This design comes from an exercise in tuning for small area, a short achievable clock period and few clock cycles on the open sky130 flow, not from production work.
The RTL was checked by simulation tests, not by an equivalence proof against the original design.
Power is estimated from default activity; no workload was simulated.

File: flow/config.mk
export PLATFORM = sky130hd
export DESIGN_NAME = equity_top
export DESIGN_NICKNAME = equity_top
export VERILOG_FILES = /design/flow/design.v
export SDC_FILE = /design/flow/constraint.sdc
export NUM_CORES = 4
export LEC_CHECK = 0
export ABC_AREA = 1
export CAP_MARGIN = 20
export CORE_MARGIN = 2
export CORE_UTILIZATION = 45
export SLEW_MARGIN = 20
File: flow/constraint.sdc
create_clock -name core_clock -period 12.5 [get_ports {clock}]
set_input_delay 2.5000 -clock core_clock [delete_from_list [all_inputs] [get_ports {clock}]]
set_output_delay 2.5000 -clock core_clock [all_outputs]
set_load 0.01 [all_outputs]
File: flow/design.v
`timescale 1ns/1ns
module equity_regs
(
	input  logic                        clock,
	input  logic                        rst_n,
	input  logic                        awvalid,
	output logic                        awready,
	input  logic [5-1:0]          awaddr,
	input  logic                        wvalid,
	output logic                        wready,
	input  logic [32-1:0]          wdata,
	output logic                        bvalid,
	input  logic                        bready,
	output logic [1:0]                  bresp,
	input  logic                        arvalid,
	output logic                        arready,
	input  logic [5-1:0]          araddr,
	output logic                        rvalid,
	input  logic                        rready,
	output logic [32-1:0]          rdata,
	output logic [1:0]                  rresp,
	input  logic                        fin,        
	input  logic                        fin_bad,    
	input  logic [10-1:0]           win_count,
	input  logic [10-1:0]           nl_count,   
	output logic                        go,         
	output logic                        err,        
	output logic [32-1:0]          hole_word,
	output logic [32-1:0]          flop_word
);
	localparam logic [1:0] RESP_OKAY   = 2'b00;
	localparam logic [1:0] RESP_SLVERR = 2'b10;
	localparam logic [2:0] IDX_CTRL   = 3'(5'h00 >> 2);
	localparam logic [2:0] IDX_STATUS = 3'(5'h04 >> 2);
	localparam logic [2:0] IDX_HOLE   = 3'(5'h08 >> 2);
	localparam logic [2:0] IDX_FLOP   = 3'(5'h0C >> 2);
	localparam logic [2:0] IDX_WIN    = 3'(5'h10 >> 2);
	localparam logic [2:0] IDX_TIE    = 3'(5'h14 >> 2);
	localparam logic [2:0] IDX_LOSS   = 3'(5'h18 >> 2);
	localparam logic [2:0] IDX_BOARDS = 3'(5'h1C >> 2);
	logic [32-1:0] hole_q;
	logic [32-1:0] flop_q;
	logic               busy;
	logic               done_flag;
	logic               err_flag;
	logic               wr_hs;  
	logic               wr_ok;
	logic               rd_hs;
	logic               rd_ok;
	logic [2:0]         wr_idx;
	logic [2:0]         rd_idx;
	logic [32-1:0] rd_word;
	logic [10-1:0]  tie_count;
	logic [10-1:0]  loss_count;
	logic [10-1:0]  board_count;
	assign awready = !bvalid;  
	assign wready  = !bvalid;
	assign arready = !rvalid;  
	assign wr_hs   = awvalid && wvalid && !bvalid;
	assign rd_hs   = arvalid && !rvalid;
	assign wr_idx = awaddr[5-1:2];
	assign rd_idx = araddr[5-1:2];
	assign rd_ok  = araddr[1:0] == 2'b00;  
	assign wr_ok = awaddr[1:0] == 2'b00 && !busy
		&& (wr_idx == IDX_CTRL || wr_idx == IDX_HOLE || wr_idx == IDX_FLOP);
	assign go    = wr_hs && wr_ok && wr_idx == IDX_CTRL && wdata[0];
	assign hole_word = hole_q;
	assign flop_word = flop_q;
	assign err       = err_flag;
	always_ff @(posedge clock)
	begin
		if (!rst_n)
		begin
			bvalid    <= 1'b0;
			rvalid    <= 1'b0;
			busy      <= 1'b0;
			done_flag <= 1'b0;
			err_flag  <= 1'b0;
		end
		else
		begin
			if (wr_hs)
				bvalid <= 1'b1;
			else if (bready)
				bvalid <= 1'b0;
			if (rd_hs)
				rvalid <= 1'b1;
			else if (rready)
				rvalid <= 1'b0;
			if (go)
			begin
				busy      <= 1'b1;
				done_flag <= 1'b0;
				err_flag  <= 1'b0;
			end
			else if (fin)
			begin
				busy      <= 1'b0;
				done_flag <= 1'b1;
				err_flag  <= fin_bad;
			end
		end
	end
	always_ff @(posedge clock)
	begin
		if (wr_hs)
			bresp <= wr_ok ? RESP_OKAY : RESP_SLVERR;
		if (wr_hs && wr_ok && wr_idx == IDX_HOLE)
			hole_q <= wdata;
		if (wr_hs && wr_ok && wr_idx == IDX_FLOP)
			flop_q <= wdata;
		if (rd_hs)
		begin
			rdata <= rd_word;
			rresp <= rd_ok ? RESP_OKAY : RESP_SLVERR;
		end
	end
	assign tie_count   = nl_count - win_count;
	assign loss_count  = err_flag ? '0 : 10'(990) - nl_count;
	assign board_count = err_flag ? '0 : 10'(990);
	always_comb
	begin
		rd_word = '0;
		if (rd_ok)
			case (rd_idx)
				IDX_STATUS: rd_word = 32'({err_flag, done_flag, busy});
				IDX_HOLE:   rd_word = hole_q;
				IDX_FLOP:   rd_word = flop_q;
				IDX_WIN:    rd_word = 32'(win_count);
				IDX_TIE:    rd_word = 32'(tie_count);
				IDX_LOSS:   rd_word = 32'(loss_count);
				IDX_BOARDS: rd_word = 32'(board_count);
				default:    rd_word = '0;
			endcase
	end
endmodule
`timescale 1ns/1ns
module board_enumerator
(
	input  logic                  clock,
	input  logic                  rst_n,
	input  logic                  go,
	input  logic [32-1:0]    hole_word,
	input  logic [32-1:0]    flop_word,
	output logic [4*13-1:0] base0,     
	output logic [4*13-1:0] base1,
	output logic [1:0]            cand,      
	output logic [1:0]            k4,        
	output logic [1:0]            k5,        
	output logic [7:0]            fmax,      
	output logic                  same,      
	output logic [1:0]            pv,        
	output logic                  first,     
	output logic                  fin,       
	output logic                  fin_bad,   
	output logic [2*13-1:0] one,       
	output logic [1:0]            eqab,      
	output logic [9:0]            live_a,    
	output logic [9:0]            live_b,
	output logic [11:0]           fcmp       
);
	localparam logic [3:0] TOP = 4'(13 - 1);
	logic [5:0]          card [7];  
	logic [13-1:0] oh [7];    
	logic [3:0]          sh [7];    
	logic                cfg_bad_n;
	logic                cfg_bad;   
	logic                dup_seen;  
	logic [3:0]          spec;      
	logic                valid_b;
	logic [3:0]          ge3_n [2];
	logic [3:0]          ge4_n [2];
	logic [3:0]          eq5_n [2];
	logic [3:0]          ge3 [2];   
	logic [3:0]          fm_n [2];  
	logic [4*13-1:0] base_n [2];
	for (genvar i = 0; i < 4; i++)
	begin : g_hole
		assign card[i] = hole_word[8*i +: 6];
	end
	for (genvar i = 0; i < 3; i++)
	begin : g_flop
		assign card[4+i] = flop_word[8*i +: 6];
	end
	always_comb
	begin
		cfg_bad_n = 1'b0;
		for (int i = 0; i < 7; i++)
		begin
			if (card[i][3:0] > TOP)
				cfg_bad_n = 1'b1;
			for (int r = 0; r < 13; r++)
				oh[i][r] = card[i][3:0] == 4'(r);
			for (int s = 0; s < 4; s++)
				sh[i][s] = card[i][5:4] == 2'(s);
		end
	end
	function automatic logic [2:0] ones4(input logic [3:0] v);
		case (v)
			4'b0000:                                     ones4 = 3'd0;
			4'b0001, 4'b0010, 4'b0100, 4'b1000:          ones4 = 3'd1;
			4'b0111, 4'b1011, 4'b1101, 4'b1110:          ones4 = 3'd3;
			4'b1111:                                     ones4 = 3'd4;
			default:                                     ones4 = 3'd2;
		endcase
	endfunction
	for (genvar p = 0; p < 2; p++)
	begin : g_player
		logic       f1, f2, f3, h1, h2;
		always_comb
		begin
			for (int r = 0; r < 13; r++)
			begin
				f1 = oh[4][r] || oh[5][r] || oh[6][r];
				f2 = (oh[4][r] && oh[5][r]) || (oh[4][r] && oh[6][r]) || (oh[5][r] && oh[6][r]);
				f3 = oh[4][r] && oh[5][r] && oh[6][r];
				h1 = oh[2*p][r] || oh[2*p+1][r];
				h2 = oh[2*p][r] && oh[2*p+1][r];
				base_n[p][4*r]   = f1 || h1;
				base_n[p][4*r+1] = f2 || (f1 && h1) || h2;
				base_n[p][4*r+2] = f3 || (f2 && h1) || (f1 && h2);
				base_n[p][4*r+3] = (f3 && h1) || (f2 && h2);
			end
			for (int s = 0; s < 4; s++)
			begin
				f1 = sh[4][s] || sh[5][s] || sh[6][s];
				f2 = (sh[4][s] && sh[5][s]) || (sh[4][s] && sh[6][s]) || (sh[5][s] && sh[6][s]);
				f3 = sh[4][s] && sh[5][s] && sh[6][s];
				h1 = sh[2*p][s] || sh[2*p+1][s];
				h2 = sh[2*p][s] && sh[2*p+1][s];
				ge3_n[p][s] = f3 || (f2 && h1) || (f1 && h2);
				ge4_n[p][s] = (f3 && h1) || (f2 && h2);
				eq5_n[p][s] = f3 && h2;
			end
		end
	end
	function automatic logic [3:0] top16(input logic [15:0] m);
		logic [1:0] t4 [4];
		logic [3:0] any4;
		for (int i = 0; i < 4; i++)
		begin
			any4[i] = |m[4*i +: 4];
			t4[i]   = m[4*i+3] ? 2'd3 : m[4*i+2] ? 2'd2 : m[4*i+1] ? 2'd1 : 2'd0;
		end
		top16 = any4[3] ? {2'd3, t4[3]} : any4[2] ? {2'd2, t4[2]} : any4[1] ? {2'd1, t4[1]} : {2'd0, t4[0]};
	endfunction
	always_comb
	begin
		logic [6:0]          in_a;
		logic [13-1:0] fl;
		logic [13-1:0] m0;
		logic [13-1:0] m1;
		for (int i = 0; i < 7; i++)
			in_a[i] = |(sh[i] & ge3_n[0]);
		for (int r = 0; r < 13; r++)
		begin
			fl[r] = (oh[4][r] && in_a[4]) || (oh[5][r] && in_a[5]) || (oh[6][r] && in_a[6]);
			m0[r] = fl[r] || (oh[0][r] && in_a[0]) || (oh[1][r] && in_a[1]);
			m1[r] = fl[r] || (oh[2][r] && in_a[2]) || (oh[3][r] && in_a[3]);
		end
		fm_n[0] = top16(16'(m0));
		fm_n[1] = top16(16'(m1));
	end
	always_ff @(posedge clock)
	begin
		cfg_bad <= cfg_bad_n;
		base0   <= base_n[0];
		base1   <= base_n[1];
		ge3[0]  <= ge3_n[0];
		ge3[1]  <= ge3_n[1];
		k4      <= {|ge4_n[1], |ge4_n[0]};
		k5      <= {|eq5_n[1], |eq5_n[0]};
		fmax    <= {fm_n[1], fm_n[0]};
	end
	assign cand    = {|ge3[1], |ge3[0]};
	assign same    = |(ge3[0] & ge3[1]);
	assign valid_b = cand[1] && !same;
	assign spec    = ge3[0] | ge3[1];
	function automatic logic [4:0] occ_of(input logic [3:0] x, input logic [41:0] cs, input logic [27:0] ss);
		logic [3:0] seen;
		logic       dup;
		seen = '0;
		dup  = 1'b0;
		for (int i = 0; i < 7; i++)
		begin
			dup  = dup || (|(seen & ss[4*i +: 4]) && cs[6*i +: 4] == x);
			seen = seen | ({4{cs[6*i +: 4] == x}} & ss[4*i +: 4]);
		end
		occ_of = {dup, seen};
	endfunction
	logic [41:0] cs;
	logic [27:0] ss;
	logic [1:0]  dup_a;
	always_comb
		for (int i = 0; i < 7; i++)
		begin
			cs[6*i +: 6] = card[i];
			ss[4*i +: 4] = sh[i];
		end
	function automatic logic [4:0] live_of(input logic [3:0] occ, input logic [3:0] sp,
		input logic [3:0] sa, input logic [3:0] sb, input logic vb);
		live_of = {ones4(~occ & ~sp), vb && |(sb & ~occ), |(sa & ~occ)};
	endfunction
	logic [1:0] run;    
	logic [7:0] a;      
	logic [7:0] b;
	logic [1:0] lane_fin;
	logic       m0_gt;
	logic       m0_eq;
	assign m0_gt = fmax[3:0] > fmax[7:4];
	assign m0_eq = fmax[3:0] == fmax[7:4];
	for (genvar l = 0; l < 2; l++)
	begin : g_lane
		localparam logic [3:0] A0   = l == 0 ? 4'd0 : 4'd4;   
		localparam logic [3:0] AEND = l == 0 ? 4'd3 : TOP;    
		logic [3:0] la;
		logic [3:0] lb;
		logic [4:0] oa;
		logic [4:0] ob;
		logic [3:0] m0;
		logic [3:0] m1;
		logic       g0a, g1a, g0b, g1b;
		assign la = a[4*l +: 4];
		assign lb = b[4*l +: 4];
		assign oa = occ_of(la, cs, ss);
		assign ob = occ_of(lb, cs, ss);
		assign dup_a[l] = oa[4];
		assign lane_fin[l] = run[l] && la == AEND && lb == TOP;
		assign m0 = fmax[3:0];
		assign m1 = fmax[7:4];
		assign g0a = m0 > la;
		assign g1a = m1 > la;
		assign g0b = m0 > lb;
		assign g1b = m1 > lb;
		always_ff @(posedge clock)
		begin
			if (!rst_n)
			begin
				run[l] <= 1'b0;
				pv[l]  <= 1'b0;
			end
			else
			begin
				if (go)
					run[l] <= 1'b1;
				else if (lane_fin[l])
					run[l] <= 1'b0;
				pv[l] <= go || run[l];
			end
		end
		always_ff @(posedge clock)
		begin
			if ((!run[l] && !go) || lane_fin[l])
			begin
				a[4*l +: 4] <= A0;
				b[4*l +: 4] <= A0;
			end
			else if (lb == TOP)
			begin
				a[4*l +: 4] <= la + 4'd1;
				b[4*l +: 4] <= la + 4'd1;
			end
			else
				b[4*l +: 4] <= lb + 4'd1;
		end
		always_ff @(posedge clock)
		begin
			for (int r = 0; r < 13; r++)
				one[13*l + r] <= la == 4'(r) || lb == 4'(r);
			eqab[l]            <= la == lb;
			live_a[5*l +: 5]   <= live_of(oa[3:0], spec, ge3[0], ge3[1], valid_b);
			live_b[5*l +: 5]   <= live_of(ob[3:0], spec, ge3[0], ge3[1], valid_b);
			fcmp[6*l +: 6] <= {m0_gt && g0b, m0_eq || (!g0b && !g1b),
				m0_gt && g0a, m0_eq || (!g0a && !g1a), m0_gt, m0_eq};
		end
	end
	always_ff @(posedge clock)
	begin
		if (!rst_n)
			fin <= 1'b0;
		else
			fin <= lane_fin[0];
		first   <= go;
		fin_bad <= cfg_bad || dup_seen || dup_a[0];
	end
	always_ff @(posedge clock)
	begin
		if (!rst_n || go)
			dup_seen <= 1'b0;
		else
			dup_seen <= dup_seen || (run[0] && dup_a[0]) || (run[1] && dup_a[1]);
	end
endmodule
`timescale 1ns/1ns
module hand_ranker
(
	input  logic [4*13-1:0] base,      
	input  logic [13-1:0]   one,       
	input  logic [13-1:0]   two,       
	output logic [6:0]            strength
);
	localparam logic [2:0] CAT_HIGH       = 3'd0;
	localparam logic [2:0] CAT_PAIR       = 3'd1;
	localparam logic [2:0] CAT_TWO_PAIR   = 3'd2;
	localparam logic [2:0] CAT_TRIPS      = 3'd3;
	localparam logic [2:0] CAT_STRAIGHT   = 3'd4;
	localparam logic [2:0] CAT_FULL_HOUSE = 3'd6;
	localparam logic [2:0] CAT_QUADS      = 3'd7;
	logic [13-1:0] present;
	logic [13-1:0] pair;     
	logic [13-1:0] trip;     
	logic [13-1:0] quad;
	logic [13-1:0] str_top;  
	logic                has_trip;
	logic                has_trip2;
	logic                has_pair;
	logic                has_pair2;
	logic [3:0]          top_quad;
	logic [3:0]          top_trip;
	logic [3:0]          top_pair;
	logic [3:0]          top_str;
	logic [3:0]          top_high;
	always_comb
	begin
		for (int r = 0; r < 13; r++)
		begin
			logic b1, b2, b3, b4;
			logic t2, t3, t4;
			b1 = base[4*r];
			b2 = base[4*r+1];
			b3 = base[4*r+2];
			b4 = base[4*r+3];
			present[r] = b1 || one[r];
			t2 = b2 || (b1 && one[r]) || two[r];
			t3 = b3 || (b2 && one[r]) || (b1 && two[r]);
			t4 = b4 || (b3 && one[r]) || (b2 && two[r]);
			pair[r] = t2 && !t3;
			trip[r] = t3 && !t4;
			quad[r] = t4;
		end
	end
	always_comb
	begin
		str_top = '0;
		str_top[3] = present[13-1] && &present[3:0];
		for (int t = 4; t < 13; t++)
			str_top[t] = &present[t -: 5];
	end
	function automatic logic [1:0] any_two(input logic [15:0] m);
		logic [7:0] any1, two1;
		logic [3:0] any2, two2;
		logic [1:0] any3, two3;
		for (int i = 0; i < 8; i++)
		begin
			any1[i] = m[2*i] || m[2*i+1];
			two1[i] = m[2*i] && m[2*i+1];
		end
		for (int i = 0; i < 4; i++)
		begin
			any2[i] = any1[2*i] || any1[2*i+1];
			two2[i] = two1[2*i] || two1[2*i+1] || (any1[2*i] && any1[2*i+1]);
		end
		for (int i = 0; i < 2; i++)
		begin
			any3[i] = any2[2*i] || any2[2*i+1];
			two3[i] = two2[2*i] || two2[2*i+1] || (any2[2*i] && any2[2*i+1]);
		end
		any_two = {two3[0] || two3[1] || (any3[0] && any3[1]), any3[0] || any3[1]};
	endfunction
	function automatic logic [3:0] top16(input logic [15:0] m);
		logic [1:0] t4 [4];
		logic [3:0] any4;
		for (int i = 0; i < 4; i++)
		begin
			any4[i] = |m[4*i +: 4];
			t4[i]   = m[4*i+3] ? 2'd3 : m[4*i+2] ? 2'd2 : m[4*i+1] ? 2'd1 : 2'd0;
		end
		top16 = any4[3] ? {2'd3, t4[3]} : any4[2] ? {2'd2, t4[2]} : any4[1] ? {2'd1, t4[1]} : {2'd0, t4[0]};
	endfunction
	assign {has_trip2, has_trip} = any_two(16'(trip));
	assign {has_pair2, has_pair} = any_two(16'(pair));
	assign top_quad = top16(16'(quad));
	assign top_trip = top16(16'(trip));
	assign top_pair = top16(16'(pair));
	assign top_str  = top16(16'(str_top));
	assign top_high = top16(16'(present));
	always_comb
	begin
		if (|quad)
			strength = {CAT_QUADS, top_quad};
		else if (has_trip && (has_pair || has_trip2))
			strength = {CAT_FULL_HOUSE, top_trip};
		else if (|str_top)
			strength = {CAT_STRAIGHT, top_str};
		else if (has_trip)
			strength = {CAT_TRIPS, top_trip};
		else if (has_pair2)
			strength = {CAT_TWO_PAIR, top_pair};
		else if (has_pair)
			strength = {CAT_PAIR, top_pair};
		else
			strength = {CAT_HIGH, top_high};
	end
endmodule
`timescale 1ns/1ns
module pair_tally
(
	input  logic              clock,
	input  logic              rst_n,
	input  logic              pv,
	input  logic              eqab,
	input  logic [5:0]        fcmp,       
	input  logic [4:0]        live_a,     
	input  logic [4:0]        live_b,
	input  logic [13:0]       strength,   
	input  logic [1:0]        cand,
	input  logic [1:0]        k4,
	input  logic [1:0]        k5,
	input  logic              same,
	output logic              v2,
	output logic [13:0]       win_part,   
	output logic [13:0]       nl_part     
);
	localparam int T_N = 0;
	localparam int T_A = 1;
	localparam int T_B = 2;
	localparam int C_NN = 0;
	localparam int C_NA = 1;
	localparam int C_NB = 2;
	localparam int C_AN = 3;
	localparam int C_AA = 4;
	localparam int C_AB = 5;
	localparam int C_BN = 6;
	localparam int C_BA = 7;
	localparam int C_BB = 8;
	logic        v1;
	logic [3:0]  nf1;     
	logic [4:0]  la1;
	logic [4:0]  lb1;
	logic        eqab1;
	logic [5:0]  fcmp1;   
	logic [4:0]  w_nn;
	logic [1:0]  w_na, w_nb, w_an, w_bn;
	logic [3:0]  w_x;
	logic [13:0] win_n;
	logic [13:0] nl_n;
	always_ff @(posedge clock)
	begin
		if (!rst_n)
		begin
			v1 <= 1'b0;
			v2 <= 1'b0;
		end
		else
		begin
			v1 <= pv;
			v2 <= v1;
		end
	end
	function automatic logic [4:0] pairs(input logic [2:0] x, input logic [2:0] y, input logic one_rank);
		if (one_rank)
			case (x)
				3'd2:    pairs = 5'd1;
				3'd3:    pairs = 5'd3;
				3'd4:    pairs = 5'd6;
				default: pairs = 5'd0;
			endcase
		else
			pairs = 5'(x * y);
	endfunction
	always_comb
	begin
		logic [2:0] na, nb;
		logic       aa, ab, ba, bb;  
		na = la1[4:2];
		nb = lb1[4:2];
		aa = la1[0];
		ba = la1[1];
		ab = lb1[0];
		bb = lb1[1];
		w_nn = pairs(na, nb, eqab1);
		if (!eqab1)
		begin
			w_na = 2'(na & {3{ab}});
			w_nb = 2'(na & {3{bb}});
			w_an = 2'(nb & {3{aa}});
			w_bn = 2'(nb & {3{ba}});
			w_x  = {ba && bb, ba && ab, aa && bb, aa && ab};
		end
		else
		begin
			w_na = '0;
			w_nb = '0;
			w_an = 2'(na & {3{aa}});
			w_bn = 2'(na & {3{ba}});
			w_x  = {1'b0, 1'b0, aa && ba, 1'b0};
		end
	end
	function automatic logic [1:0] cmp7(input logic [6:0] x, input logic [6:0] y);
		logic [6:0] g, e;
		logic       gt;
		g  = x & ~y;
		e  = ~(x ^ y);
		gt = 1'b0;
		for (int i = 0; i < 7; i++)
		begin
			logic t;
			t = g[i];
			for (int j = i + 1; j < 7; j++)
				t = t && e[j];
			gt = gt || t;
		end
		cmp7 = {gt, &e};
	endfunction
	logic [3:0] nf;
	always_comb
	begin
		logic [6:0] s0, s1;
		s0 = strength[6:0];
		s1 = strength[13:7];
		nf[1:0] = {!(s1[6] && s1[5]), !(s0[6] && s0[5])};
		nf[3:2] = cmp7(s0, s1);
	end
	always_ff @(posedge clock)
	begin
		nf1     <= nf;
		la1     <= live_a;
		lb1     <= live_b;
		eqab1   <= eqab;
		fcmp1   <= fcmp;
		win_part <= win_n;
		nl_part  <= nl_n;
	end
	logic [8:0] win_c;
	logic [8:0] nl_c;
	always_comb
	begin
		logic       lo0, lo1, gt, eq;
		logic       in0a, in0b, in1a, in1b;
		logic [1:0] c0, c1;
		logic       f0, f1, fl0, fl1;
		logic       win, tie;
		{gt, eq, lo1, lo0} = nf1;
		for (int ta = 0; ta < 3; ta++)
			for (int tb = 0; tb < 3; tb++)
			begin
				in0a = ta == T_A;
				in0b = tb == T_A;
				in1a = (ta == T_A && same) || ta == T_B;
				in1b = (tb == T_A && same) || tb == T_B;
				c0 = 2'(in0a) + 2'(in0b);
				c1 = 2'(in1a) + 2'(in1b);
				f0 = cand[0] && (k5[0] || (k4[0] && c0 != 2'd0) || c0 == 2'd2);
				f1 = cand[1] && (k5[1] || (k4[1] && c1 != 2'd0) || c1 == 2'd2);
				fl0 = f0 && lo0;
				fl1 = f1 && lo1;
				if (fl0 && fl1)
				begin
					if (in0b)
						{win, tie} = fcmp1[5:4];
					else if (in0a)
						{win, tie} = fcmp1[3:2];
					else
						{win, tie} = fcmp1[1:0];
				end
				else if (fl0)
				begin
					win = lo1;
					tie = 1'b0;
				end
				else if (fl1)
				begin
					win = !lo0;
					tie = 1'b0;
				end
				else
				begin
					win = gt;
					tie = eq;
				end
				win_c[ta*3+tb] = win;
				nl_c[ta*3+tb]  = win || tie;
			end
	end
	function automatic logic [13:0] parts(input logic [8:0] hit,
		input logic [4:0] nn, input logic [1:0] na, input logic [1:0] nb,
		input logic [1:0] an, input logic [1:0] bn, input logic [3:0] x);
		logic [2:0] sa, sb, s1;
		sa = (hit[C_NA] ? 3'(na) : 3'd0) + (hit[C_NB] ? 3'(nb) : 3'd0);
		sb = (hit[C_AN] ? 3'(an) : 3'd0) + (hit[C_BN] ? 3'(bn) : 3'd0);
		s1 = 3'(hit[C_AA] && x[0]) + 3'(hit[C_AB] && x[1]) + 3'(hit[C_BA] && x[2]) + 3'(hit[C_BB] && x[3]);
		parts = {sa, sb, s1, hit[C_NN] ? nn : 5'd0};
	endfunction
	assign win_n = parts(win_c, w_nn, w_na, w_nb, w_an, w_bn, w_x);
	assign nl_n  = parts(nl_c, w_nn, w_na, w_nb, w_an, w_bn, w_x);
endmodule
module outcome_tally
(
	input  logic                          clock,
	input  logic                          rst_n,
	input  logic [2-1:0]           pv,
	input  logic                          first,      
	input  logic                          fin,
	input  logic                          err,        
	input  logic [2-1:0]           eqab,
	input  logic [6*2-1:0]         fcmp,
	input  logic [5*2-1:0]         live_a,     
	input  logic [5*2-1:0]         live_b,
	input  logic [14*2-1:0]        strength,   
	input  logic [1:0]                    cand,
	input  logic [1:0]                    k4,
	input  logic [1:0]                    k5,
	input  logic                          same,
	output logic [10-1:0]             win_count,
	output logic [10-1:0]             nl_count    
);
	logic [2-1:0] v2;
	logic [13:0]         win_part [2];
	logic [13:0]         nl_part [2];
	logic                v3;
	logic [5:0]          win_inc;
	logic [5:0]          nl_inc;
	logic                first1, first2, first3;
	logic                last1, last2, last3;
	for (genvar l = 0; l < 2; l++)
	begin : g_lane
		pair_tally i_lane
		(
			.clock    (clock),
			.rst_n    (rst_n),
			.pv       (pv[l]),
			.eqab     (eqab[l]),
			.fcmp     (fcmp[6*l +: 6]),
			.live_a   (live_a[5*l +: 5]),
			.live_b   (live_b[5*l +: 5]),
			.strength (strength[14*l +: 14]),
			.cand     (cand),
			.k4       (k4),
			.k5       (k5),
			.same     (same),
			.v2       (v2[l]),
			.win_part (win_part[l]),
			.nl_part  (nl_part[l])
		);
	end
	always_ff @(posedge clock)
	begin
		if (!rst_n)
		begin
			last1 <= 1'b0;
			last2 <= 1'b0;
			last3 <= 1'b0;
			v3    <= 1'b0;
		end
		else
		begin
			last1 <= fin;
			last2 <= last1;
			last3 <= last2;
			v3    <= v2[0];
		end
		first1 <= first;
		first2 <= first1;
		first3 <= first2;
	end
	function automatic logic [5:0] lane_sum(input logic [13:0] p);
		lane_sum = 6'(p[4:0]) + 6'(p[7:5]) + 6'(p[10:8]) + 6'(p[13:11]);
	endfunction
	always_ff @(posedge clock)
	begin
		win_inc <= (v2[0] ? lane_sum(win_part[0]) : 6'd0) + (v2[1] ? lane_sum(win_part[1]) : 6'd0);
		nl_inc  <= (v2[0] ? lane_sum(nl_part[0]) : 6'd0) + (v2[1] ? lane_sum(nl_part[1]) : 6'd0);
	end
	always_ff @(posedge clock)
	begin
		if (v3)
		begin
			if (last3 && err)
			begin
				win_count <= '0;
				nl_count  <= '0;
			end
			else if (first3)
			begin
				win_count <= 10'(win_inc);
				nl_count  <= 10'(nl_inc);
			end
			else
			begin
				win_count <= win_count + 10'(win_inc);
				nl_count  <= nl_count + 10'(nl_inc);
			end
		end
	end
endmodule
`timescale 1ns/1ns
module equity_top
(
	input  logic               clock,
	input  logic               rst_n,
	input  logic               awvalid,
	output logic               awready,
	input  logic [5-1:0] awaddr,
	input  logic               wvalid,
	output logic               wready,
	input  logic [32-1:0] wdata,
	output logic               bvalid,
	input  logic               bready,
	output logic [1:0]         bresp,
	input  logic               arvalid,
	output logic               arready,
	input  logic [5-1:0] araddr,
	output logic               rvalid,
	input  logic               rready,
	output logic [32-1:0] rdata,
	output logic [1:0]         rresp
);
	logic                          go;
	logic                          err;
	logic                          fin;
	logic                          fin_bad;
	logic                          first;
	logic [32-1:0]            hole_word;
	logic [32-1:0]            flop_word;
	logic [4*13-1:0]         base0;
	logic [4*13-1:0]         base1;
	logic [1:0]                    cand;
	logic [1:0]                    k4;
	logic [1:0]                    k5;
	logic [7:0]                    fmax;
	logic                          same;
	logic [2-1:0]           pv;
	logic [2-1:0]           eqab;
	logic [6*2-1:0]         fcmp;
	logic [13*2-1:0]  one;
	logic [5*2-1:0]         live_a;
	logic [5*2-1:0]         live_b;
	logic [14*2-1:0]        strength;
	logic [10-1:0]             win_count;
	logic [10-1:0]             nl_count;
	logic                          fin1;      
	logic                          fin_bad1;
	always_ff @(posedge clock)
	begin
		if (!rst_n)
			fin1 <= 1'b0;
		else
			fin1 <= fin;
		fin_bad1 <= fin_bad;
	end
	equity_regs i_regs
	(
		.clock     (clock),
		.rst_n     (rst_n),
		.awvalid   (awvalid),
		.awready   (awready),
		.awaddr    (awaddr),
		.wvalid    (wvalid),
		.wready    (wready),
		.wdata     (wdata),
		.bvalid    (bvalid),
		.bready    (bready),
		.bresp     (bresp),
		.arvalid   (arvalid),
		.arready   (arready),
		.araddr    (araddr),
		.rvalid    (rvalid),
		.rready    (rready),
		.rdata     (rdata),
		.rresp     (rresp),
		.fin       (fin1),
		.fin_bad   (fin_bad1),
		.win_count (win_count),
		.nl_count  (nl_count),
		.go        (go),
		.err       (err),
		.hole_word (hole_word),
		.flop_word (flop_word)
	);
	board_enumerator i_enum (.*);
	for (genvar l = 0; l < 2; l++)
	begin : g_lane
		logic [13-1:0] two;  
		assign two = one[13*l +: 13] & {13{eqab[l]}};
		hand_ranker i_rank0
		(
			.base     (base0),
			.one      (one[13*l +: 13]),
			.two      (two),
			.strength (strength[14*l +: 7])
		);
		hand_ranker i_rank1
		(
			.base     (base1),
			.one      (one[13*l +: 13]),
			.two      (two),
			.strength (strength[14*l+7 +: 7])
		);
	end
	outcome_tally i_tally (.*);
endmodule
File: flow/flow/run.sh
#!/bin/bash
# Standard layout, with timing repair aimed well below the clock period
cp standard.sh standard_sh_copy.log
export SETUP_SLACK_MARGIN=8.8
bash standard.sh > standard.log 2>&1
File: flow/standard.sh
#!/bin/bash
# synth_recipe.tcl (not shown) runs the flow's synth.tcl, then flattens the netlist and writes it again
# the make line also repeats each setting of config.mk as NAME=value (left out here)
make -C /OpenROAD-flow-scripts/flow DESIGN_CONFIG=/design/flow/config.mk WORK_HOME=/design/flow/orfs CLKGATE_MAP_FILE= SYNTH_SCRIPT=/design/flow/synth_recipe.tcl "${@:-finish}"
==> impl_metrics.tcl, run 1 <==
set metrics [dict create \
    status "timing/DRC/antenna clean" \
    maxCapViolations 0 \
    syn_area_per_cell_sq_um 6.62 \
    cp-start-kind "flip-flop" \
    core-area_sq_um 71400 \
    htreeDepth 2 \
    yosysMostFrequentCell "nand2_1" \
    worstPathArrival_ns 1.32 \
    hold_depth 0 \
    via_per_inst 5.62 \
    cp_num_buf_inv 1 \
    wire_per_inst_microns 21.8 \
    place_congestion 1.06 \
    path_class "flip-flop to output pin" \
    start_util 0.454 \
    slew_headroom 0.288 \
    setup_tns_ns 0 \
    die-area_sq_um 74100 \
    yosysSeqAreaShare 0.315 \
    ctsLongestPathBuffers 3 \
    cts_made_buffers 51 \
    slowest_delay_ns 0.50 \
    regArea_sq_um 10200 \
    fp.dieW_microns 272 \
    pre_cts_slack_ns 7.76 \
    yosys_register_bits 450 \
    pwr_density_cell_nw_per_um2 88.7 \
    fmax_mhz 262 \
    crit_required_ns 10.00 \
    drv_slew 0 \
    setup_ws_ns 8.68 \
    diodes 0 \
    end_kind "output pin" \
    fp-row-count 98 \
    netlist_area_sq_um 32400 \
    timing.final.crit_share 0.305 \
    setup_viol_count_final 0 \
    skew_ns 0.0396 \
    final_nets 5239 \
    hold_ws_ns 0.319 \
    drt_first_pass_iters 8 \
    fillCellCount 7429 \
    cp_top_family "flip-flops" \
    critical_path.slowest_cell "edfxtp_1" \
    clock_sinks 450 \
    pin_count 90 \
    grt_pass1_vias 30675 \
    ys.flop_type "dfxtp_1" \
    gr-usage-all-layers 0.342 \
    worstSkewPairLatency_ns 0.63 \
    hold_path_class "flip-flop to flip-flop" \
    p_leak_nw 17.9 \
    synth_xor_area_frac 0.0290 \
    place_hpwl_mm 106 \
    synthArstFlopShare 0 \
    fin_crit_ns 3.82 \
    clkTransAtPathRegs_ns 0.06 \
    stdcell_count 5981 \
    grt_first_pass_wirelength_mm 191 \
    synth.area.mux_share 0 \
    critical_path_depth 1 \
    die_h_microns 272 \
    total_power_mw 3.24 \
    synth_common_cells "nand2_1, inv_1, nor2_1" \
    drc 0 \
    cts_tree "built" \
    synth-simple-area-share 0.298 \
    path_max_fanout 1 \
    syn_inst 4892 \
    netlist.area_leader.share 0.205 \
    synth_top_family_by_area "simple AND/OR/NAND/NOR gates" \
    yosys-top-cells-area "dfxtp_1, nand2_1, edfxtp_1" \
    yosys.area_share.adder 0.0881 \
    hold_violations 0 \
    vias 33586 \
    ys_types 63 \
    rsz0062_at_grt "true" \
    crit_chain "buf_2" \
    synth_compound_area_frac 0.172 \
    grt_overflow 0 \
    synth-edff-count 118 \
    grt_max_degree 35 \
    r2r_cells 17 \
    drtAntennaViolNets 0 \
    worst_pin_slew_ns 1.06 \
    ir_drop_uv 99.4 \
    layout-drive-gt1-share 0.0690 \
    place_inst 5868 \
    area_growth_pct 12.8 \
    synth_area_leader_cell "dfxtp_1" \
    portBuffers 87 \
    drtIter0Drc 4032 \
    multiInputGateArea_sq_um 19400 \
    wl_mm 130 \
    ys.warnings.count 24 \
    cts-root-buf "clkbuf_16" \
    antenna_found_initial 2 \
]
## metrics by stage
| step | util | instance area (sq um) |
|---|---|---|
| 2_1_floorplan | - | 32400 |
| 3_3_place_gp | 0.479 | 34200 |
| 3_5_place_dp | 0.479 | 34200 |
| 4_1_cts | 0.505 | 36000 |
| 5_1_grt | 0.511 | 36500 |
| 6_report | 0.511 | 36500 |
## state kept, by name, indices dropped and copies added (netlist names), 6 cells and up
register	count
i_tally.win_inc	6
i_regs.hole_q	32
i_enum.base1	52
i_enum.b	8
i_enum.fcmp	10
i_regs.flop_q	32
i_tally.g_lane.i_lane.win_part	28
i_tally.win_count	10
i_tally.nl_inc	6
i_tally.nl_count	10
i_tally.g_lane.i_lane.nl_part	28
i_tally.g_lane.i_lane.la1	10
i_tally.g_lane.i_lane.fcmp1	10
i_enum.one	26
i_tally.g_lane.i_lane.nf1	8
i_enum.ge3	8
i_enum.fmax	8
i_regs.rdata	32
i_enum.base0	52
i_enum.live_a	10
i_tally.g_lane.i_lane.lb1	10
i_enum.live_b	10
i_enum.a	8
## cells in the final DEF, fill, tap and decap left out, types with 18 or more instances in the layout
master              n
nand4_1            47
edfxtp_1          118
or2_2              19
o21ai_0           254
nor3_1             91
nand3_1           240
clkbuf_16          54
clkdlybuf4s50_1    40
inv_1             728
dfxtp_2            21
inv_2              28
a22oi_1            33
o211ai_1           64
a21oi_1           289
nor2_1            703
buf_2              36
dfxtp_1           310
ha_1              156
nand2_1          1152
nor2_2             29
xnor2_1            50
fa_1               45
o221ai_1           34
o22ai_1            97
nand2_2            24
o21bai_1           27
a21oi_2            18
xor2_1             57
a31oi_1            31
## layout make-up
type / count / area share
tap: 950 / 0.0326
clock inverter: 34 / 0.0115
clock buffer: 61 / 0.0377
inverter: 765 / 0.0791
multi-input combinational: 3609 / 0.531
timing repair buffer: 112 / 0.0278
sequential: 450 / 0.280
## metal layers
layer | vias to the layer above | part of all wire | GRT usage
met5 | - | 0 | 0
met4 | 0 | 0.034 | 0.113
met3 | 220 | 0.094 | 0.0603
met2 | 1570 | 0.41 | 0.494
met1 | 15536 | 0.46 | 0.509
li1 | 16260 | - | -
## timing repair
item,4_1_cts,5_1_grt
hold buffers,0,0
endpoints found under the setup margin,134,67
pin swaps,5,7
gates cloned,1,3
buffers inserted,6,8
hold endpoints to repair,0,0
resized for setup,198,112
## power by group
group | internal, mW | switching [mW] | total, mW
sequential | 1.51 | 0.0137 | 1.52
combinational | 0.0455 | 0.0694 | 0.115
clock | 0.926 | 0.674 | 1.60
## cells by family after synthesis
family / Yosys count
AOI/OAI and AO/OA: 943
xor gates and xnor gates: 107
other: 1
adders and majority gates: 201
and+or+nand+nor: 2355
DFF: 450
buffers and inverters: 835
## worst paths after layout
check,slack [ns],startpoint,endpoint
setup / recovery,8.68,i_regs.rdata[11],rdata[11]
hold / removal,0.32,i_enum.live_a[5],i_tally.g_lane[1].i_lane.la1[0]
setup reg to reg,8.84,i_enum.base0[8],i_tally.g_lane[1].i_lane.nf1[3]
hold reg to reg,0.32,i_enum.live_a[5],i_tally.g_lane[1].i_lane.la1[0]
Testbench counts, summed over its fixed seeds: cycles 5,952.
==> run 2, diff against run 1 <==
--- a/flow/design.v
+++ b/flow/design.v
@@ -147,7 +147,7 @@
 	output logic [1:0]            cand,      
 	output logic [1:0]            k4,        
 	output logic [1:0]            k5,        
-	output logic [7:0]            fmax,      
+	output logic [2*13+1:0] fmask,     
 	output logic                  same,      
 	output logic [1:0]            pv,        
 	output logic                  first,     
@@ -156,8 +156,7 @@
 	output logic [2*13-1:0] one,       
 	output logic [1:0]            eqab,      
 	output logic [9:0]            live_a,    
-	output logic [9:0]            live_b,
-	output logic [11:0]           fcmp       
+	output logic [9:0]            live_b
 );
 	localparam logic [3:0] TOP = 4'(13 - 1);
 	logic [5:0]          card [7];  
@@ -173,6 +172,7 @@
 	logic [3:0]          eq5_n [2];
 	logic [3:0]          ge3 [2];   
 	logic [3:0]          fm_n [2];  
+	logic [7:0]          fmax;
 	logic [4*13-1:0] base_n [2];
 	for (genvar i = 0; i < 4; i++)
 	begin : g_hole
@@ -305,10 +305,16 @@
 	logic [7:0] a;      
 	logic [7:0] b;
 	logic [1:0] lane_fin;
-	logic       m0_gt;
-	logic       m0_eq;
-	assign m0_gt = fmax[3:0] > fmax[7:4];
-	assign m0_eq = fmax[3:0] == fmax[7:4];
+	always_comb
+	begin
+		for (int r = 0; r < 13; r++)
+		begin
+			fmask[r]           = fmax[3:0] > 4'(r);
+			fmask[13+r]  = fmax[7:4] > 4'(r);
+		end
+		fmask[2*13]   = fmax[3:0] == fmax[7:4];
+		fmask[2*13+1] = fmax[3:0] > fmax[7:4];
+	end
 	for (genvar l = 0; l < 2; l++)
 	begin : g_lane
 		localparam logic [3:0] A0   = l == 0 ? 4'd0 : 4'd4;   
@@ -317,21 +323,12 @@
 		logic [3:0] lb;
 		logic [4:0] oa;
 		logic [4:0] ob;
-		logic [3:0] m0;
-		logic [3:0] m1;
-		logic       g0a, g1a, g0b, g1b;
 		assign la = a[4*l +: 4];
 		assign lb = b[4*l +: 4];
 		assign oa = occ_of(la, cs, ss);
 		assign ob = occ_of(lb, cs, ss);
 		assign dup_a[l] = oa[4];
 		assign lane_fin[l] = run[l] && la == AEND && lb == TOP;
-		assign m0 = fmax[3:0];
-		assign m1 = fmax[7:4];
-		assign g0a = m0 > la;
-		assign g1a = m1 > la;
-		assign g0b = m0 > lb;
-		assign g1b = m1 > lb;
 		always_ff @(posedge clock)
 		begin
 			if (!rst_n)
@@ -370,8 +367,6 @@
 			eqab[l]            <= la == lb;
 			live_a[5*l +: 5]   <= live_of(oa[3:0], spec, ge3[0], ge3[1], valid_b);
 			live_b[5*l +: 5]   <= live_of(ob[3:0], spec, ge3[0], ge3[1], valid_b);
-			fcmp[6*l +: 6] <= {m0_gt && g0b, m0_eq || (!g0b && !g1b),
-				m0_gt && g0a, m0_eq || (!g0a && !g1a), m0_gt, m0_eq};
 		end
 	end
 	always_ff @(posedge clock)
@@ -509,7 +504,8 @@
 	input  logic              rst_n,
 	input  logic              pv,
 	input  logic              eqab,
-	input  logic [5:0]        fcmp,       
+	input  logic [13-1:0] one,      
+	input  logic [2*13+1:0] fmask,  
 	input  logic [4:0]        live_a,     
 	input  logic [4:0]        live_b,
 	input  logic [13:0]       strength,   
@@ -612,6 +608,18 @@
 		end
 		cmp7 = {gt, &e};
 	endfunction
+	logic [5:0] fcmp;
+	always_comb
+	begin
+		logic g0a, g1a, g0b, g1b, gt, eq;
+		g0a = |(one & fmask[13-1:0]);
+		g1a = |(one & fmask[2*13-1:13]);
+		g0b = !(|(one & ~fmask[13-1:0]));
+		g1b = !(|(one & ~fmask[2*13-1:13]));
+		eq  = fmask[2*13];
+		gt  = fmask[2*13+1];
+		fcmp = {gt && g0b, eq || (!g0b && !g1b), gt && g0a, eq || (!g0a && !g1a), gt, eq};
+	end
 	logic [3:0] nf;
 	always_comb
 	begin
@@ -703,7 +711,8 @@
 	input  logic                          fin,
 	input  logic                          err,        
 	input  logic [2-1:0]           eqab,
-	input  logic [6*2-1:0]         fcmp,
+	input  logic [13*2-1:0]  one,
+	input  logic [2*13+1:0]         fmask,
 	input  logic [5*2-1:0]         live_a,     
 	input  logic [5*2-1:0]         live_b,
 	input  logic [14*2-1:0]        strength,   
@@ -730,7 +739,8 @@
 			.rst_n    (rst_n),
 			.pv       (pv[l]),
 			.eqab     (eqab[l]),
-			.fcmp     (fcmp[6*l +: 6]),
+			.one      (one[13*l +: 13]),
+			.fmask    (fmask),
 			.live_a   (live_a[5*l +: 5]),
 			.live_b   (live_b[5*l +: 5]),
 			.strength (strength[14*l +: 14]),
@@ -827,11 +837,10 @@
 	logic [1:0]                    cand;
 	logic [1:0]                    k4;
 	logic [1:0]                    k5;
-	logic [7:0]                    fmax;
+	logic [2*13+1:0]         fmask;
 	logic                          same;
 	logic [2-1:0]           pv;
 	logic [2-1:0]           eqab;
-	logic [6*2-1:0]         fcmp;
 	logic [13*2-1:0]  one;
 	logic [5*2-1:0]         live_a;
 	logic [5*2-1:0]         live_b;
==> flow/flow/run.sh (replaced) <==
#!/bin/bash
# Standard layout, with timing repair aimed well below the clock period
cp standard.sh standard_sh_copy.log
export SETUP_SLACK_MARGIN=8.7
bash standard.sh > standard.log 2>&1
==> impl_metrics.tcl, run 2 <==
set metrics [dict create \
    fin_crit_ns 3.77 \
    start_util 0.453 \
    crit_required_ns 10.00 \
    wire_per_inst_microns 22.4 \
    clkTransAtPathRegs_ns 0.06 \
    ys.flop_type "dfxtp_1" \
    hp-start "i_tally.first2" \
    final_nets 5194 \
    clock_sinks 440 \
    yosys_register_bits 440 \
    portBuffers 87 \
    timing.final.crit_share 0.302 \
    slew_headroom 0.280 \
    grt_first_pass_wirelength_mm 196 \
    critical_path.slowest_cell "edfxtp_1" \
    yosysMostFrequentCell "nand2_1" \
    setup_ws_ns 8.73 \
    hold_path_class "flip-flop to flip-flop" \
    fillCellCount 7285 \
    ys.warnings.count 24 \
    synth_common_cells "nand2_1, inv_1, nor2_1" \
    drtIter0Drc 4322 \
    cp_top_family "flip-flops" \
    synthArstFlopShare 0 \
    grt_pass1_vias 31079 \
    netlist.area_leader.share 0.200 \
    ir_drop_uv 110 \
    pre_cts_slack_ns 7.63 \
    cts_made_buffers 51 \
    slowest_delay_ns 0.40 \
    drt_first_pass_iters 6 \
    yosys-top-cells-area "dfxtp_1, nand2_1, edfxtp_1" \
    pin_count 90 \
    gr-usage-all-layers 0.350 \
    htreeDepth 2 \
    area_growth_pct 12.2 \
    vias 34442 \
    fmax_mhz 265 \
    setup_tns_ns 0 \
    grt_overflow 0 \
    ys_types 63 \
    syn_area_per_cell_sq_um 6.59 \
    cts-root-buf "clkbuf_16" \
    end_kind "output pin" \
    worstSkewPairLatency_ns 0.64 \
    die-area_sq_um 73900 \
    path_max_fanout 1 \
    syn_inst 4899 \
    drc 0 \
    synth-edff-count 118 \
    path_class "flip-flop to output pin" \
    skew_ns 0.0512 \
    die_h_microns 272 \
    setup.worst_path.start "i_regs.rdata[27]" \
    netlist_area_sq_um 32300 \
    pwr_density_cell_nw_per_um2 88.7 \
    reg2reg_from "i_enum.one[15]" \
    layout_commonest_cell "nand2_1" \
    hold_violations 0 \
    fp-row-count 98 \
    wl_mm 134 \
    place_hpwl_mm 109 \
    maxCapViolations 0 \
    p_leak_nw 17.5 \
    total_power_mw 3.21 \
    core-area_sq_um 71200 \
    crit_chain "clkdlybuf4s15_1" \
    cp_num_buf_inv 1 \
    yosysSeqAreaShare 0.309 \
    rsz0062_at_grt "true" \
    via_per_inst 5.77 \
    cp-start-kind "flip-flop" \
    drtAntennaViolNets 0 \
    reg_top3 "i_enum.base0 (52), i_enum.base1 (52)" \
    place_congestion 1.08 \
    mostFrequentLayoutCells "nand2_1, nor2_1, inv_1" \
    grt_max_degree 35 \
    cts_tree "built" \
    post-route-util 0.509 \
    fp.dieW_microns 272 \
    place_inst 5866 \
    status "timing/DRC/antenna clean" \
    ctsLongestPathBuffers 3 \
    layout-drive-gt1-share 0.0590 \
    stdcell_count 5974 \
    worstPathArrival_ns 1.27 \
    antenna_found_initial 2 \
    synth_area_leader_cell "dfxtp_1" \
    drv_slew 0 \
    worst_pin_slew_ns 1.08 \
    setup_viol_count_final 0 \
]
run 2: cell type report:
class	instances	area (sq um)	share of cell area
Antenna cell	5	12.5	0.000345
Clock buffer	61	1400	0.0386
Clock inverter	35	479	0.0132
Inverter	758	2860	0.0788
Multi-Input combinational cell	3620	19300	0.533
Sequential cell	440	10000	0.277
Tap cell	950	1190	0.0328
Timing Repair Buffer	105	971	0.0268
run 2: stage by stage:
stage / cell area, sq um / hold WS (ns)
5_1_grt: 36200 / 0.332
4_1_cts: 36000 / 0.324
6_report: 36200 / 0.323
2_1_floorplan: 32300 / 0.310
3_3_place_gp: 34100 / 0.311
3_5_place_dp: 34100 / 0.312
run 2: worst paths after layout:
kind	end	slack, ns	cells after the start
worst max register to register	i_tally.g_lane[1].i_lane.nf1[3]	8.83	20
worst min register to register	i_tally.first3	0.32	0
worst min-delay path	i_tally.first3	0.32	0
worst max-delay path	rdata[27]	8.73	1
run 2: power by group:
part	internal, mW	total (mW)	leakage [nW]	switching [mW]
Clock	0.980	1.64	0.920	0.664
Combinational	0.0367	0.0880	12.8	0.0513
Sequential	1.47	1.48	3.72	0.00813
Total	2.49	3.21	17.5	0.724
run 2: cells by family (layout without fill, tap and decap cells):
| kind of cell | Yosys count | after routing | share of synthesized area |
|---|---|---|---|
| adder cells (fa/ha/maj) | 169 | 169 | 0.0759 |
| AND/OR/NAND/NOR | 2325 | 2325 | 0.297 |
| other | 1 | 7 | 0.000116 |
| AO/OA/AOI/OAI | 1014 | 1014 | 0.188 |
| flip-flops | 440 | 440 | 0.309 |
| buffers and inverters | 840 | 959 | 0.0999 |
| XOR/XNOR | 110 | 110 | 0.0298 |
run 2: repair_timing:
action / 4_1_cts / 5_1_grt
resized for setup: 102 / 87
buffers inserted: 0 / 7
pin swaps: 0 / 7
endpoints found under the setup margin: 61 / 98
hold endpoints to repair: 0 / 0
hold buffers: 0 / 0
run 2: routing by layer:
layer  vias up  global-route usage  share of wire
li1      16339                   -              -
met1     15992               0.525           0.45
met2      1839               0.502           0.40
met3       272              0.0675           0.11
met4         0               0.111          0.034
met5         -                   0              0
Testbench counts of run 2, summed over its fixed seeds: cycles 5,952.
==> run 3, diff against run 2 <==
==> flow/flow/run.sh (replaced) <==
#!/bin/bash
# Standard layout, with timing repair aimed well below the clock period
cp standard.sh standard_sh_copy.log
export SETUP_SLACK_MARGIN=8.8
bash standard.sh > standard.log 2>&1
==> impl_metrics.tcl, run 3 <==
set metrics [dict create \
    drtIter0Drc 3833 \
    die_h_microns 272 \
    htreeDepth 2 \
    layout-drive-gt1-share 0.0688 \
    fp-row-count 98 \
    fin_crit_ns 3.73 \
    critical_path.slowest_cell "edfxtp_1" \
    path_max_fanout 1 \
    wire_per_inst_microns 22.4 \
    vias 34118 \
    netlist_area_sq_um 32300 \
    ir_drop_uv 113 \
    ys_types 63 \
    worstPathArrival_ns 1.23 \
    yosys.area_share.adder 0.0759 \
    ys.warnings.count 24 \
    placed_area_sq_um 34200 \
    place_hpwl_mm 109 \
    syn_inst 4899 \
    end_kind "output pin" \
    cts-root-buf "clkbuf_16" \
    drtAntennaViolNets 0 \
    reg2reg_from "i_enum.eqab[1]" \
    mostFrequentLayoutCells "nand2_1, nor2_1, inv_1" \
    netlist.area_leader.share 0.200 \
    portBuffers 87 \
    path_class "flip-flop to output pin" \
    reg_top3 "i_enum.base0 (52), i_enum.base1 (52)" \
    final_nets 5209 \
    status "timing/DRC/antenna clean" \
    synth_compound_area_frac 0.188 \
    synth_xor_area_frac 0.0298 \
    synthArstFlopShare 0 \
    yosysSeqAreaShare 0.309 \
    via_per_inst 5.70 \
    syn_area_per_cell_sq_um 6.59 \
    yosys-top-cells-area "dfxtp_1, nand2_1, edfxtp_1" \
    yosysMostFrequentCell "nand2_1" \
    crit_required_ns 10.00 \
    critical_path_depth 1 \
    hold_end "i_tally.g_lane[0].i_lane.lb1[4]" \
    crit_chain "buf_2" \
    r2r_slack_ns 8.90 \
    hp-start "i_enum.live_b[4]" \
    synth-edff-count 118 \
    fmax_mhz 268 \
    maxCapViolations 0 \
    slowest_delay_ns 0.44 \
    pin_count 90 \
    worst_pin_slew_ns 1.03 \
    timing.rr.end "i_tally.g_lane[1].i_lane.nf1[3]" \
    rsz0062_at_grt "true" \
    setup_tns_ns 0 \
    antenna_found_initial 5 \
    cts_hold_buf 0 \
    grt_max_degree 35 \
    synth-simple-area-share 0.297 \
    start_util 0.453 \
    pwr_density_cell_nw_per_um2 86.8 \
    stdcell_count 5981 \
    clkTransAtPathRegs_ns 0.07 \
    cts_made_buffers 49 \
    yosys_register_bits 440 \
    hold_path_class "flip-flop to flip-flop" \
    wl_mm 134 \
    area_growth_pct 12.1 \
    drt_first_pass_iters 8 \
    place_inst 5873 \
    worstSkewPairLatency_ns 0.63 \
    diodes 0 \
    timing.final.crit_share 0.299 \
    slew_headroom 0.311 \
    cts_tree "built" \
    design_area_sq_um 36200 \
    clock_sinks 440 \
    drc 0 \
    setup_viol_count_final 0 \
    cp_num_buf_inv 1 \
    synth.area.mux_share 0 \
    ctsLongestPathBuffers 3 \
    p_leak_nw 17.5 \
    gr-usage-all-layers 0.353 \
    cp_top_family "flip-flops" \
    layout_commonest_cell "nand2_1" \
    hold_depth 0 \
    synth_common_cells "nand2_1, inv_1, nor2_1" \
    fp.dieW_microns 272 \
    grt_overflow 0 \
    ys.flop_type "dfxtp_1" \
    synth_area_leader_cell "dfxtp_1" \
    skew_ns 0.0280 \
    die-area_sq_um 73900 \
    place_congestion 1.05 \
    core-area_sq_um 71200 \
    drv_slew 0 \
    grt_pass1_vias 30896 \
    synth_top_family_by_area "simple AND/OR/NAND/NOR gates" \
    hold_violations 0 \
    cp-start-kind "flip-flop" \
    r2r_cells 20 \
    grt_first_pass_wirelength_mm 196 \
]
-- run 3: worst max path at each step --
| stage | from | endpoint | slack, ns |
|---|---|---|---|
| global placement | araddr[2] | i_regs.rdata[3] | 7.52 |
| global route | i_enum.one[15] | i_tally.g_lane[1].i_lane.nf1[3] | 8.70 |
| floorplan | awaddr[1] | i_regs.hole_q[0] | 8.42 |
| detailed placement | awaddr[3] | i_enum.a[6] | 7.65 |
| CTS | i_regs.rdata[18] | rdata[18] | 8.74 |
| finish | i_regs.rdata[18] | rdata[18] | 8.77 |
-- run 3: repair_timing --
| item | 4_1_cts | 5_1_grt |
|---|---|---|
| hold endpoints to repair | 0 | 0 |
| setup endpoints to repair | 135 | 113 |
| resized for setup | 186 | 81 |
| setup buffers | 2 | 15 |
| pin swaps | 1 | 9 |
-- run 3: final cells by class --
| type | count | area, sq um |
|---|---|---|
| Fill cell | 7357 | 35000 |
| Clock buffer | 63 | 1400 |
| Inverter | 758 | 2860 |
| Clock inverter | 28 | 383 |
| Multi-Input combinational cell | 3620 | 19300 |
| Tap cell | 950 | 1190 |
| Sequential cell | 440 | 10000 |
| Timing Repair Buffer | 122 | 991 |
-- run 3: stage by stage --
step / worst slack, ns / utilization / hold slack, ns / power (mW)
global placement: 7.52 / 0.479 / 0.311 / 1.60
CTS: 8.74 / 0.503 / 0.326 / 3.16
detailed placement: 7.65 / 0.479 / 0.312 / 1.60
global route: 8.70 / 0.508 / 0.331 / 3.23
finish: 8.77 / 0.508 / 0.322 / 3.14
floorplan: 8.42 / - / 0.310 / 1.55
-- run 3: cell families (layout without fill, tap and decap cells) --
family / Yosys count / in the layout
buffers and inverters: 840 / 971
AO/OA/AOI/OAI: 1014 / 1014
XOR/XNOR: 110 / 110
other: 1 / 2
flip-flops: 440 / 440
adder cells (fa/ha/maj): 169 / 169
AND/OR/NAND/NOR: 2325 / 2325
-- run 3: power by group --
group / leakage, nW / internal, mW / switching [mW]
clock network: 0.857 / 0.916 / 0.659
registers: 3.72 / 1.47 / 0.00780
logic: 12.9 / 0.0354 / 0.0516
total: 17.5 / 2.42 / 0.718
-- run 3: layer usage --
| layer | track usage | vias up | wire (microns) |
|---|---|---|---|
| met2 | 0.505 | 1659 | 54000 |
| met5 | 0 | - | 25 |
| met4 | 0.105 | 4 | 4230 |
| met3 | 0.0820 | 208 | 14500 |
| met1 | 0.522 | 15883 | 61400 |
| li1 | - | 16364 | - |
==> run 4, diff against run 3 <==
--- a/flow/config.mk
+++ b/flow/config.mk
@@ -9,4 +9,6 @@
 export CAP_MARGIN = 20
 export CORE_MARGIN = 2
 export CORE_UTILIZATION = 45
+export CTS_CLUSTER_DIAMETER = 80
+export CTS_CLUSTER_SIZE = 30
 export SLEW_MARGIN = 20
==> impl_metrics.tcl, run 4 <==
set metrics [dict create \
    ys.warnings.count 24 \
    yosys_register_bits 440 \
    p_comb_frac 0.032 \
    drv_slew 0 \
    cts-root-buf "clkbuf_16" \
    cp-start-kind "flip-flop" \
    pwr-share-seq 0.540 \
    hold_path_class "flip-flop to flip-flop" \
    vias 34102 \
    wire_per_inst_microns 22.4 \
    yosysMostFrequentCell "nand2_1" \
    reg_top3 "i_enum.base0 (52), i_enum.base1 (52)" \
    core-area_sq_um 71200 \
    end_kind "output pin" \
    timing.final.crit_share 0.302 \
    place_hpwl_mm 109 \
    cts_made_buffers 29 \
    fin_crit_ns 3.77 \
    diodes 0 \
    crit_required_ns 10.00 \
    setup_tns_ns 0 \
    setup_ws_ns 8.73 \
    grt_first_pass_wirelength_mm 196 \
    grt_overflow 0 \
    ir_drop_uv 143 \
    clkTransAtPathRegs_ns 0.11 \
    cp_top_family "flip-flops" \
    path_max_fanout 1 \
    synth_common_cells "nand2_1, inv_1, nor2_1" \
    netlist_area_sq_um 32300 \
    fp.dieW_microns 272 \
    clock_sinks 440 \
    setup_viol_count_final 0 \
    die-area_sq_um 73900 \
    pwr_density_cell_nw_per_um2 76.6 \
    status "timing/DRC/antenna clean" \
    worstPathArrival_ns 1.27 \
    gr-usage-all-layers 0.351 \
    rsz0062_at_grt "true" \
    start_util 0.453 \
    layout_commonest_cell "nand2_1" \
    fp-row-count 98 \
    pin_count 90 \
    layout-drive-gt1-share 0.0657 \
    place_congestion 1.05 \
    slowest_delay_ns 0.46 \
    antenna_found_initial 4 \
    hold_violations 0 \
    p_clk_frac 0.428 \
    p_int_mw 2.02 \
    r2r_slack_ns 8.88 \
    area_growth_pct 10.5 \
    path_class "flip-flop to output pin" \
    fmax_mhz 265 \
    wl_mm 133 \
    grt_max_degree 35 \
    drtIter0Drc 4078 \
    synth-edff-count 118 \
    skew_ns 0.0285 \
    critical_path.slowest_cell "edfxtp_1" \
    maxCapViolations 0 \
    synth_area_leader_cell "dfxtp_1" \
    worstSkewPairLatency_ns 0.66 \
    mostFrequentLayoutCells "nand2_1, nor2_1, inv_1" \
    power.switching_uw 714 \
    switching_share 0.261 \
    p_leak_nw 17.2 \
    pre_cts_slack_ns 7.65 \
    syn_inst 4899 \
    worst_pin_slew_ns 1.01 \
    cts_hold_buf 0 \
    yosysSeqAreaShare 0.309 \
    synthArstFlopShare 0 \
    htreeDepth 1 \
    syn_area_per_cell_sq_um 6.59 \
    drtAntennaViolNets 0 \
    netlist.area_leader.share 0.200 \
    via_per_inst 5.74 \
    yosys-top-cells-area "dfxtp_1, nand2_1, edfxtp_1" \
    grt_pass1_vias 30693 \
    ys.flop_type "dfxtp_1" \
    portBuffers 87 \
    cts_tree "built" \
    drt_first_pass_iters 8 \
    hold_ws_ns 0.325 \
    ctsLongestPathBuffers 3 \
    die_h_microns 272 \
    cp_num_buf_inv 1 \
    ys_types 63 \
    drc 0 \
    crit_chain "clkbuf_2" \
    slew_headroom 0.325 \
    final_nets 5191 \
]
## run 4: changes by cell type in the layout (fill, tap and decap cells not counted), moves of 4 or more
cell	before	now
buf_2	40	36
clkbuf_16	52	29
clkinvlp_4	10	4
clkinv_16	2	6
inv_16	1	5
clkinv_2	6	1
clkbuf_1	5	0
bufinv_16	5	1
clkbuf_8	6	0
## run 4: cell type report
type / count / area (sq um)
fill: 7394 / 35600
multi-input combinational: 3620 / 19400
sequential: 440 / 10000
inverter: 758 / 2860
tap: 950 / 1190
timing repair buffer: 124 / 1030
clock buffer: 29 / 726
clock inverter: 25 / 455
## run 4: through the flow
step / instance area (sq um) / util / std cells / power, mW
after global placement: 34100 / 0.479 / 5871 / 1.60
final: 35700 / 0.501 / 5946 / 2.73
after floorplan: 32300 / - / 4900 / 1.55
after global routing: 35700 / 0.501 / 5946 / 2.82
after detailed placement: 34200 / 0.479 / 5873 / 1.60
after CTS: 35300 / 0.495 / 5930 / 2.75
## run 4: metal layers
| layer | global-route usage | vias up | share of wire |
|---|---|---|---|
| met5 | 0 | - | 0.000097 |
| met4 | 0.0980 | 2 | 0.032 |
| met3 | 0.0639 | 231 | 0.10 |
| met2 | 0.505 | 1712 | 0.40 |
| met1 | 0.530 | 15843 | 0.46 |
| li1 | - | 16314 | - |
## run 4: worst paths after layout
kind                     from                         endpoint  cells past startpoint
max          i_regs.rdata[18]                        rdata[18]                      1
min          i_enum.live_b[4]  i_tally.g_lane[0].i_lane.lb1[4]                      0
max reg2reg    i_enum.one[22]  i_tally.g_lane[1].i_lane.nf1[3]                     17
min reg2reg  i_enum.live_b[4]  i_tally.g_lane[0].i_lane.lb1[4]                      0
## run 4: cells by family (layout without fill, tap and decap cells)
family | Yosys count | count (layout) | share of synthesized area
fa+ha+maj | 169 | 169 | 0.0759
other cells | 1 | 2 | 0.000116
buf+inv | 840 | 936 | 0.0999
compound gates | 1014 | 1014 | 0.188
xor+xnor | 110 | 110 | 0.0298
simple gates | 2325 | 2325 | 0.297
flops | 440 | 440 | 0.309
## run 4: power by group through the flow
stage	logic [mW]	registers [mW]	clock network (mW)
2_1_floorplan	0.0391	1.51	0
3_3_place_gp	0.0897	1.51	0
3_5_place_dp	0.0904	1.51	0
4_1_cts	0.0864	1.48	1.19
5_1_grt	0.0969	1.48	1.24
6_report	0.0884	1.48	1.17
## run 4: repair_timing
action | 4_1_cts | 5_1_grt
pin swaps | 1 | 9
setup buffers | 3 | 16
cloned | 0 | 0
resized for setup | 183 | 101
setup endpoints to repair | 127 | 130

==> port drivers added, routing unchanged <==
The results above use ideal ports. As a check the final layouts listed here were re-extracted and re-timed, cells and wires unchanged.
Step 1 assumes that a clkbuf_16 drives the clock port and a buf_2 every other input.
Step 2 moves the port delays by t, midway between the first and last clock arrival at a register: inputs arrive t later, outputs are due t later. That takes back most of the time a late clock gives input paths.
Slacks: no drivers / after step 1 / after step 2; pairs: no drivers / after step 1.
run | shift t [ns] | slack for setup (ns) | latest minus earliest clock arrival (ns) | worst register clock-pin slew, ns | worst data-port slew with drivers (ns)
run 1 | 0.681 | 8.683 / 8.613 / 8.247 | 0.040 / 0.040 | 0.09 / 0.09 | 0.06
run 2 | 0.684 | 8.730 / 8.661 / 8.238 | 0.053 / 0.052 | 0.07 / 0.07 | 0.06
run 3 | 0.680 | 8.767 / 8.697 / 8.234 | 0.033 / 0.033 | 0.07 / 0.07 | 0.06
run 4 | 0.715 | 8.725 / 8.654 / 8.252 | 0.030 / 0.030 | 0.11 / 0.11 | 0.06
After both steps setup and hold are still met in every run listed. The setup slack of run 3, which loses most, moves by -0.070 ns with the drivers and by -0.533 ns with both steps.
